Source: an optimization exercise on an open RTL-to-GDS flow (aim: small area, a short achievable clock period and few clock cycles per item). Production flows keep margins and buffers that such runs may drop.
In this exercise RTL edits were held to simulation tests only and were not proved equivalent to the original.
Power is estimated from default activity; no workload was simulated.

==> flow/design.v <==
package sbr_pkg;
	localparam int WINDOW  = 64;
	localparam int IW      = $clog2(WINDOW);
	localparam int POS_W   = 32;
	localparam int BYTE_W  = 8;
	localparam int SPACE_W = 7;
endpackage
import sbr_pkg::*;
module stream_byte_reassembler_core (
	input  logic               clk,
	input  logic               arst_n,
	input  logic               req_valid,
	output logic               req_stall,
	input  logic               kind,
	input  logic [POS_W-1:0]   stream_index,
	input  logic [BYTE_W-1:0]  data_byte,
	input  logic               ends_stream,
	input  logic [SPACE_W-1:0] downstream_space,
	output logic               rsp_valid,
	input  logic               rsp_stall,
	output logic               out_valid,
	output logic [BYTE_W-1:0]  out_byte,
	output logic               last_of_run,
	output logic [SPACE_W-1:0] pending_count,
	output logic               stream_closed
);
	function automatic logic [IW-1:0] pe64(input logic [WINDOW-1:0] x);
		logic [WINDOW-1:0]      v;
		logic [WINDOW*IW-1:0]   ix;
		logic [WINDOW-1:0]      nv;
		logic [WINDOW*IW-1:0]   nix;
		begin
			v  = x;
			ix = '0;
			for (int l = 0; l < IW; l++) begin
				nv  = '0;
				nix = '0;
				for (int i = 0; i < (WINDOW >> (l + 1)); i++) begin
					nv[i] = v[2*i] | v[2*i+1];
					for (int b = 0; b < IW; b++) begin
						if (b < l)
							nix[i*IW+b] = v[2*i] ? ix[(2*i)*IW+b] : ix[(2*i+1)*IW+b];
						else if (b == l)
							nix[i*IW+b] = !v[2*i];
					end
				end
				v  = nv;
				ix = nix;
			end
			pe64 = ix[IW-1:0];
		end
	endfunction
	logic              qv_q;
	logic              qkind_q;
	logic [IW-1:0]     qplo_q;
	logic [SPACE_W-1:0] qd_q;
	logic              qsmall_q;
	logic [BYTE_W-1:0] qbyte_q;
	logic [SPACE_W-1:0] qroom_q;
	logic [POS_W-1:0]  next_q;
	logic [WINDOW-1:0] rel_q;
	logic [BYTE_W-1:0] ring_q [WINDOW];
	logic [POS_W-1:0]  end_q;
	logic              end_known_q;
	logic              blk_q;       
	logic              em_q;
	logic [SPACE_W-1:0] ra_q;
	logic              r1v_q, r1d_q, r1l_q, r1f_q, r1nm_q, r1s_q, r1pcl_q;
	logic [BYTE_W-1:0] r1b_q;
	logic [IW-1:0]     r1rk_q;
	logic [SPACE_W-1:0] r1er_q;
	logic              r2v_q, r2d_q, r2l_q, r2f_q, r2nm_q, r2s_q, r2pcl_q;
	logic [BYTE_W-1:0] r2b_q;
	logic [IW-1:0]     r2k_q;
	logic [SPACE_W-1:0] r2er_q;
	logic              ov_q;
	logic              od_q;
	logic [BYTE_W-1:0] ob_q;
	logic              ol_q;
	logic [SPACE_W-1:0] op_q;
	logic              oc_q;
	logic              o_free, r2_move, r2_free, r1_move, r1_free;
	logic              do_proc, do_emit, take, adv;
	assign o_free    = !ov_q || !rsp_stall;
	assign r2_move   = r2v_q && o_free;
	assign r2_free   = !r2v_q || o_free;
	assign r1_move   = r1v_q && r2_free;
	assign r1_free   = !r1v_q || r2_free;
	assign do_emit   = em_q && r1_free;
	assign do_proc   = qv_q && !em_q && !blk_q && r1_free;
	assign take      = req_valid && !req_stall;
	logic              sta_q, stb_q;
	logic              qv_n, em_n, blk_n, r1v_n, r2v_n, ov_n;
	assign req_stall = sta_q || (stb_q && rsp_stall);
	logic [IW-1:0]     h, d6;
	logic              closed, in_range, in_win, st0, nm;
	logic              z0, z1, nonempty, last0, last_e;
	logic [WINDOW-1:0] ddec, setv;
	logic [SPACE_W-1:0] room1;
	logic [BYTE_W-1:0] rd_byte;
	assign h      = next_q[IW-1:0];
	assign d6     = qd_q[IW-1:0];
	assign closed = oc_q;
	assign in_range = !qkind_q && qsmall_q && !qd_q[IW];
	assign in_win   = !closed && in_range && (qd_q < qroom_q);
	assign st0      = in_win && (d6 == '0);
	assign nm       = in_win && !rel_q[d6];
	assign room1    = qroom_q - SPACE_W'(1);
	always_comb begin
		for (int i = 0; i < WINDOW; i++) begin
			ddec[i] = (d6 == IW'(i));
		end
	end
	assign setv = ddec & {WINDOW{in_win}};
	assign z0       = !(rel_q[0] || (in_range && (d6 == IW'(0)))) || (qroom_q == '0);
	assign z1       = !(rel_q[1] || (in_range && (d6 == IW'(1)))) || (qroom_q == SPACE_W'(1));
	assign nonempty = !closed && !z0;
	assign last0    = closed || z0 || z1;
	assign last_e   = (ra_q == SPACE_W'(1)) || !rel_q[1];
	logic [SPACE_W-1:0] er;
	logic               er_small;
	logic [POS_W-SPACE_W-1:0] nh, nh1;
	assign nh       = next_q[POS_W-1:SPACE_W];
	assign nh1      = nh + 1'b1;
	assign er       = end_q[SPACE_W-1:0] - next_q[SPACE_W-1:0];
	assign er_small = (end_q[SPACE_W-1:0] < next_q[SPACE_W-1:0]) ? (end_q[POS_W-1:SPACE_W] == nh1)
	                                                           : (end_q[POS_W-1:SPACE_W] == nh);
	assign rd_byte = ring_q[h];
	assign adv     = (do_proc && nonempty) || do_emit;
	logic [WINDOW-1:0] kdec, kz;
	always_comb begin
		for (int i = 0; i < WINDOW; i++) begin
			kdec[i] = (r1rk_q == IW'(i));
		end
	end
	assign kz = ~rel_q | kdec;
	logic [SPACE_W-1:0] kfull, pa_new;
	logic               cl_new;
	assign kfull  = {1'b0, r2k_q} + SPACE_W'(r2s_q);
	assign pa_new = op_q + SPACE_W'(r2nm_q) - kfull;
	assign cl_new = oc_q || (r2pcl_q && (r2er_q == kfull));
	logic [SPACE_W-1:0]  lo, dn;
	logic                eqa, eqb, sn;
	assign lo  = stream_index[SPACE_W-1:0] - next_q[SPACE_W-1:0];
	assign eqa = (stream_index[POS_W-1:SPACE_W] == nh);
	assign eqb = (stream_index[POS_W-1:SPACE_W] == nh1);
	always_comb begin
		sn = (stream_index[SPACE_W-1:0] >= next_q[SPACE_W-1:0]) ? eqa : eqb;
		dn = lo;
		if (adv) begin
			dn = lo - SPACE_W'(1);
			sn = (sn && (lo != '0)) || (eqb && (lo == '0));
		end
	end
	always_comb begin
		qv_n  = take ? 1'b1 : do_proc ? 1'b0 : qv_q;
		em_n  = do_proc ? !last0 : do_emit ? !last_e : em_q;
		blk_n = do_proc ? (!closed && end_known_q && er_small)
		                : (r2_move && r2f_q && r2pcl_q) ? 1'b0 : blk_q;
		r1v_n = (do_proc || do_emit) ? 1'b1 : r1_move ? 1'b0 : r1v_q;
		r2v_n = r1_move ? 1'b1 : r2_move ? 1'b0 : r2v_q;
		ov_n  = r2_move ? 1'b1 : !rsp_stall ? 1'b0 : ov_q;
	end
	always_ff @(posedge clk or negedge arst_n) begin
		if (!arst_n) begin
			qv_q        <= 1'b0;
			next_q      <= '0;
			rel_q       <= '0;
			end_known_q <= 1'b0;
			blk_q       <= 1'b0;
			em_q        <= 1'b0;
			r1v_q       <= 1'b0;
			r2v_q       <= 1'b0;
			ov_q        <= 1'b0;
			sta_q       <= 1'b0;
			stb_q       <= 1'b0;
			op_q        <= '0;
			oc_q        <= 1'b0;
		end else begin
			qv_q  <= qv_n;
			em_q  <= em_n;
			blk_q <= blk_n;
			r1v_q <= r1v_n;
			r2v_q <= r2v_n;
			ov_q  <= ov_n;
			sta_q <= qv_n && (em_n || blk_n);
			stb_q <= qv_n && r1v_n && r2v_n && ov_n;
			if (take && ends_stream) begin
				end_known_q <= 1'b1;
			end
			if (adv) begin
				next_q <= next_q + POS_W'(1);
			end
			if (do_proc) begin
				if (nonempty) begin
					rel_q <= (rel_q | setv) >> 1;
				end else begin
					rel_q <= rel_q | setv;
				end
			end else if (do_emit) begin
				rel_q <= rel_q >> 1;
			end
			if (r2_move && r2f_q) begin
				op_q <= pa_new;
				oc_q <= cl_new;
			end
		end
	end
	always_ff @(posedge clk) begin
		if (qv_q && !em_q && in_win) ring_q[qplo_q] <= qbyte_q;
	end
	always_ff @(posedge clk) begin
		if (take) begin
			qkind_q  <= kind;
			qplo_q   <= stream_index[IW-1:0];
			qd_q     <= dn;
			qsmall_q <= sn;
			qbyte_q  <= data_byte;
			qroom_q  <= (downstream_space > SPACE_W'(WINDOW)) ? SPACE_W'(WINDOW) : downstream_space;
			if (ends_stream) end_q <= stream_index + POS_W'(!kind);
		end else if (adv) begin
			qd_q <= qd_q - SPACE_W'(1);
			if (qd_q == '0) qsmall_q <= 1'b0;
		end
		if (do_proc) begin
			ra_q    <= room1;
			r1d_q   <= nonempty;
			r1b_q   <= !nonempty ? '0 : st0 ? qbyte_q : rd_byte;
			r1l_q   <= last0;
			r1f_q   <= 1'b1;
			r1nm_q  <= nm;
			r1s_q   <= nonempty;
			r1pcl_q <= !closed && end_known_q && er_small;
			r1er_q  <= er;
			r1rk_q  <= room1[IW-1:0];
		end else if (do_emit) begin
			ra_q    <= ra_q - SPACE_W'(1);
			r1d_q   <= 1'b1;
			r1b_q   <= rd_byte;
			r1l_q   <= last_e;
			r1f_q   <= 1'b0;
		end
		if (r1_move) begin
			r2d_q   <= r1d_q;
			r2b_q   <= r1b_q;
			r2l_q   <= r1l_q;
			r2f_q   <= r1f_q;
			r2nm_q  <= r1nm_q;
			r2s_q   <= r1s_q;
			r2pcl_q <= r1pcl_q;
			r2er_q  <= r1er_q;
			r2k_q   <= r1s_q ? pe64(kz) : '0;
		end
		if (r2_move) begin
			od_q <= r2d_q;
			ob_q <= r2b_q;
			ol_q <= r2l_q;
		end
	end
	assign rsp_valid     = ov_q;
	assign out_valid     = od_q;
	assign out_byte      = ob_q;
	assign last_of_run   = ol_q;
	assign pending_count = op_q;
	assign stream_closed = oc_q;
endmodule
clock: 6.0 ns
lec_check: 0
cap_margin: 20
core_margin: 2
core_utilization: 40
cts_buf_list: sky130_fd_sc_hd__clkbuf_4 sky130_fd_sc_hd__clkbuf_8
setup_slack_margin: 3.0
slew_margin: 20
run.sh (not shown) runs the stock make flow with config.mk's settings and CLKGATE_MAP_FILE= SYNTH_SCRIPT=/design/flow/synth_recipe.tcl, a recipe that flattens the netlist after the stock synthesis.
Testbench counts at the start, summed over its fixed seeds: cycles 14,740, items 9,629.
Edit:
--- a/flow/design.v
+++ b/flow/design.v
@@ -64,12 +64,11 @@
 	logic              end_known_q;
 	logic              blk_q;       
 	logic              em_q;
-	logic [SPACE_W-1:0] ra_q;
-	logic              r1v_q, r1d_q, r1l_q, r1f_q, r1nm_q, r1s_q, r1pcl_q;
+	logic              r1v_q, r1d_q, r1l_q, r1f_q, r1nm_q, r1pcl_q;
 	logic [BYTE_W-1:0] r1b_q;
 	logic [IW-1:0]     r1rk_q;
 	logic [SPACE_W-1:0] r1er_q;
-	logic              r2v_q, r2d_q, r2l_q, r2f_q, r2nm_q, r2s_q, r2pcl_q;
+	logic              r2v_q, r2d_q, r2l_q, r2f_q, r2nm_q, r2pcl_q;
 	logic [BYTE_W-1:0] r2b_q;
 	logic [IW-1:0]     r2k_q;
 	logic [SPACE_W-1:0] r2er_q;
@@ -116,7 +115,7 @@
 	assign z1       = !(rel_q[1] || (in_range && (d6 == IW'(1)))) || (qroom_q == SPACE_W'(1));
 	assign nonempty = !closed && !z0;
 	assign last0    = closed || z0 || z1;
-	assign last_e   = (ra_q == SPACE_W'(1)) || !rel_q[1];
+	assign last_e   = (r1rk_q == IW'(1)) || !rel_q[1];
 	logic [SPACE_W-1:0] er;
 	logic               er_small;
 	logic [POS_W-SPACE_W-1:0] nh, nh1;
@@ -136,7 +135,7 @@
 	assign kz = ~rel_q | kdec;
 	logic [SPACE_W-1:0] kfull, pa_new;
 	logic               cl_new;
-	assign kfull  = {1'b0, r2k_q} + SPACE_W'(r2s_q);
+	assign kfull  = {1'b0, r2k_q} + SPACE_W'(r2d_q);
 	assign pa_new = op_q + SPACE_W'(r2nm_q) - kfull;
 	assign cl_new = oc_q || (r2pcl_q && (r2er_q == kfull));
 	logic [SPACE_W-1:0]  lo, dn;
@@ -211,9 +210,9 @@
 	end
 	always_ff @(posedge clk) begin
 		if (take) begin
-			qkind_q  <= kind;
 			qplo_q   <= stream_index[IW-1:0];
 			qd_q     <= dn;
+			qkind_q  <= kind;
 			qsmall_q <= sn;
 			qbyte_q  <= data_byte;
 			qroom_q  <= (downstream_space > SPACE_W'(WINDOW)) ? SPACE_W'(WINDOW) : downstream_space;
@@ -223,18 +222,16 @@
 			if (qd_q == '0) qsmall_q <= 1'b0;
 		end
 		if (do_proc) begin
-			ra_q    <= room1;
 			r1d_q   <= nonempty;
 			r1b_q   <= !nonempty ? '0 : st0 ? qbyte_q : rd_byte;
 			r1l_q   <= last0;
 			r1f_q   <= 1'b1;
 			r1nm_q  <= nm;
-			r1s_q   <= nonempty;
 			r1pcl_q <= !closed && end_known_q && er_small;
 			r1er_q  <= er;
 			r1rk_q  <= room1[IW-1:0];
 		end else if (do_emit) begin
-			ra_q    <= ra_q - SPACE_W'(1);
+			r1rk_q  <= r1rk_q - IW'(1);
 			r1d_q   <= 1'b1;
 			r1b_q   <= rd_byte;
 			r1l_q   <= last_e;
@@ -246,10 +243,9 @@
 			r2l_q   <= r1l_q;
 			r2f_q   <= r1f_q;
 			r2nm_q  <= r1nm_q;
-			r2s_q   <= r1s_q;
 			r2pcl_q <= r1pcl_q;
 			r2er_q  <= r1er_q;
-			r2k_q   <= r1s_q ? pe64(kz) : '0;
+			r2k_q   <= r1d_q ? pe64(kz) : '0;
 		end
 		if (r2_move) begin
 			od_q <= r2d_q;
=>
- die area goes up by 0.53%
- worst hold slack barely changes
- critical path depth does not change
- first-iteration DRC count is higher by 22%
- clock skew climbs by 0.014 ns
Testbench counts after the change, summed over its fixed seeds: cycles 14,740, items 9,629.

---

// stream_byte_reassembler_core: RTL as listed in full above, without the edits since
==> flow/config.mk <==
export PLATFORM = sky130hd
export DESIGN_NAME = stream_byte_reassembler_core
export DESIGN_NICKNAME = stream_byte_reassembler_core
export VERILOG_FILES = /design/flow/design.v
export SDC_FILE = /design/flow/constraint.sdc
export NUM_CORES = 4
export LEC_CHECK = 0
export CAP_MARGIN = 20
export CORE_MARGIN = 2
export CORE_UTILIZATION = 40
export CTS_BUF_LIST = sky130_fd_sc_hd__clkbuf_4 sky130_fd_sc_hd__clkbuf_8 sky130_fd_sc_hd__clkbuf_16
export CTS_CLUSTER_DIAMETER = 60
export CTS_CLUSTER_SIZE = 24
export SETUP_SLACK_MARGIN = 3.2
export SLEW_MARGIN = 20
export TNS_END_PERCENT = 50
==> flow/constraint.sdc <==
create_clock -name core_clock -period 6.0 [get_ports {clk}]
set_input_delay 1.2000 -clock core_clock [delete_from_list [all_inputs] [get_ports {clk}]]
set_output_delay 1.2000 -clock core_clock [all_outputs]
set_load 0.01 [all_outputs]
Testbench counts at the start, summed over its fixed seeds: cycles 14,740, items 9,629.
Then changed:
--- a/flow/design.v
+++ b/flow/design.v
@@ -111,7 +111,7 @@
 			ddec[i] = (d6 == IW'(i));
 		end
 	end
-	assign setv = ddec & {WINDOW{in_win}};
+	assign setv = ddec & {WINDOW{in_win && !em_q}};
 	assign z0       = !(rel_q[0] || (in_range && (d6 == IW'(0)))) || (qroom_q == '0);
 	assign z1       = !(rel_q[1] || (in_range && (d6 == IW'(1)))) || (qroom_q == SPACE_W'(1));
 	assign nonempty = !closed && !z0;
@@ -191,14 +191,8 @@
 			if (adv) begin
 				next_q <= next_q + POS_W'(1);
 			end
-			if (do_proc) begin
-				if (nonempty) begin
-					rel_q <= (rel_q | setv) >> 1;
-				end else begin
-					rel_q <= rel_q | setv;
-				end
-			end else if (do_emit) begin
-				rel_q <= rel_q >> 1;
+			if (do_proc || do_emit) begin
+				rel_q <= adv ? ((rel_q | setv) >> 1) : (rel_q | setv);
 			end
 			if (r2_move && r2f_q) begin
 				op_q <= pa_new;
The new run ran to the end with no violations.
Clock-buffer cell count fell by 6.
Via count decreases by 3.0%.
Final area came out lower by 1.6%.
Sequential share of layout area grows by 0.84 points.
Synthesized cell count shrinks by 3.6%.
Worst setup slack is worse by 0.14 ns.
Core utilization falls by 0.26 points.
Total power falls by 2.5%.
Clock power fell by 5.7%.
Wire length is lower by 4.9%.
Final cell count drops by 3.8%.
Clock skew falls by 0.028 ns.
Combinational power came out lower by about 4%.
Global-route usage came out lower by 1.5 points.
Testbench counts after the change, summed over its fixed seeds: cycles 14,740, items 9,629.

## re-timing with driven ports
In the flow no input, the clock included, has a driving cell. The finished layouts below were timed again as built, in two steps. Step 1, drivers: a clkbuf_16 drives clk and a buf_2 each remaining input, both assumed. Step 2 adds t to the input delays and takes it off the output delays; t is the mean of the earliest and latest rising clock arrival at the registers after step 1. Input paths then give back, and output paths get back, about the clock's delay inside the block. Slacks: ideal ports / drivers / drivers and shift; pairs: ideal ports / drivers.
run | shift t [ns] | setup slack, ns | worst slew at a driven data input, ns | cell pins on the clock port's net
the first run of note 1 | 0.867 | 3.025 / 3.020 / 2.261 | 0.13 | 1
the second run of note 1 | 0.811 | 2.938 / 2.907 / 2.096 | 0.10 | 1
the first run of note 2 | 0.718 | 3.090 / 3.090 / 2.451 | 0.15 | 1
the second run of note 2 | 0.699 | 2.954 / 2.954 / 2.369 | 0.08 | 1
After both steps setup and hold are still met in every run listed. For the second run of note 1, which loses most, drivers alone change the setup slack by -0.031 ns; drivers and shift together by -0.842 ns.
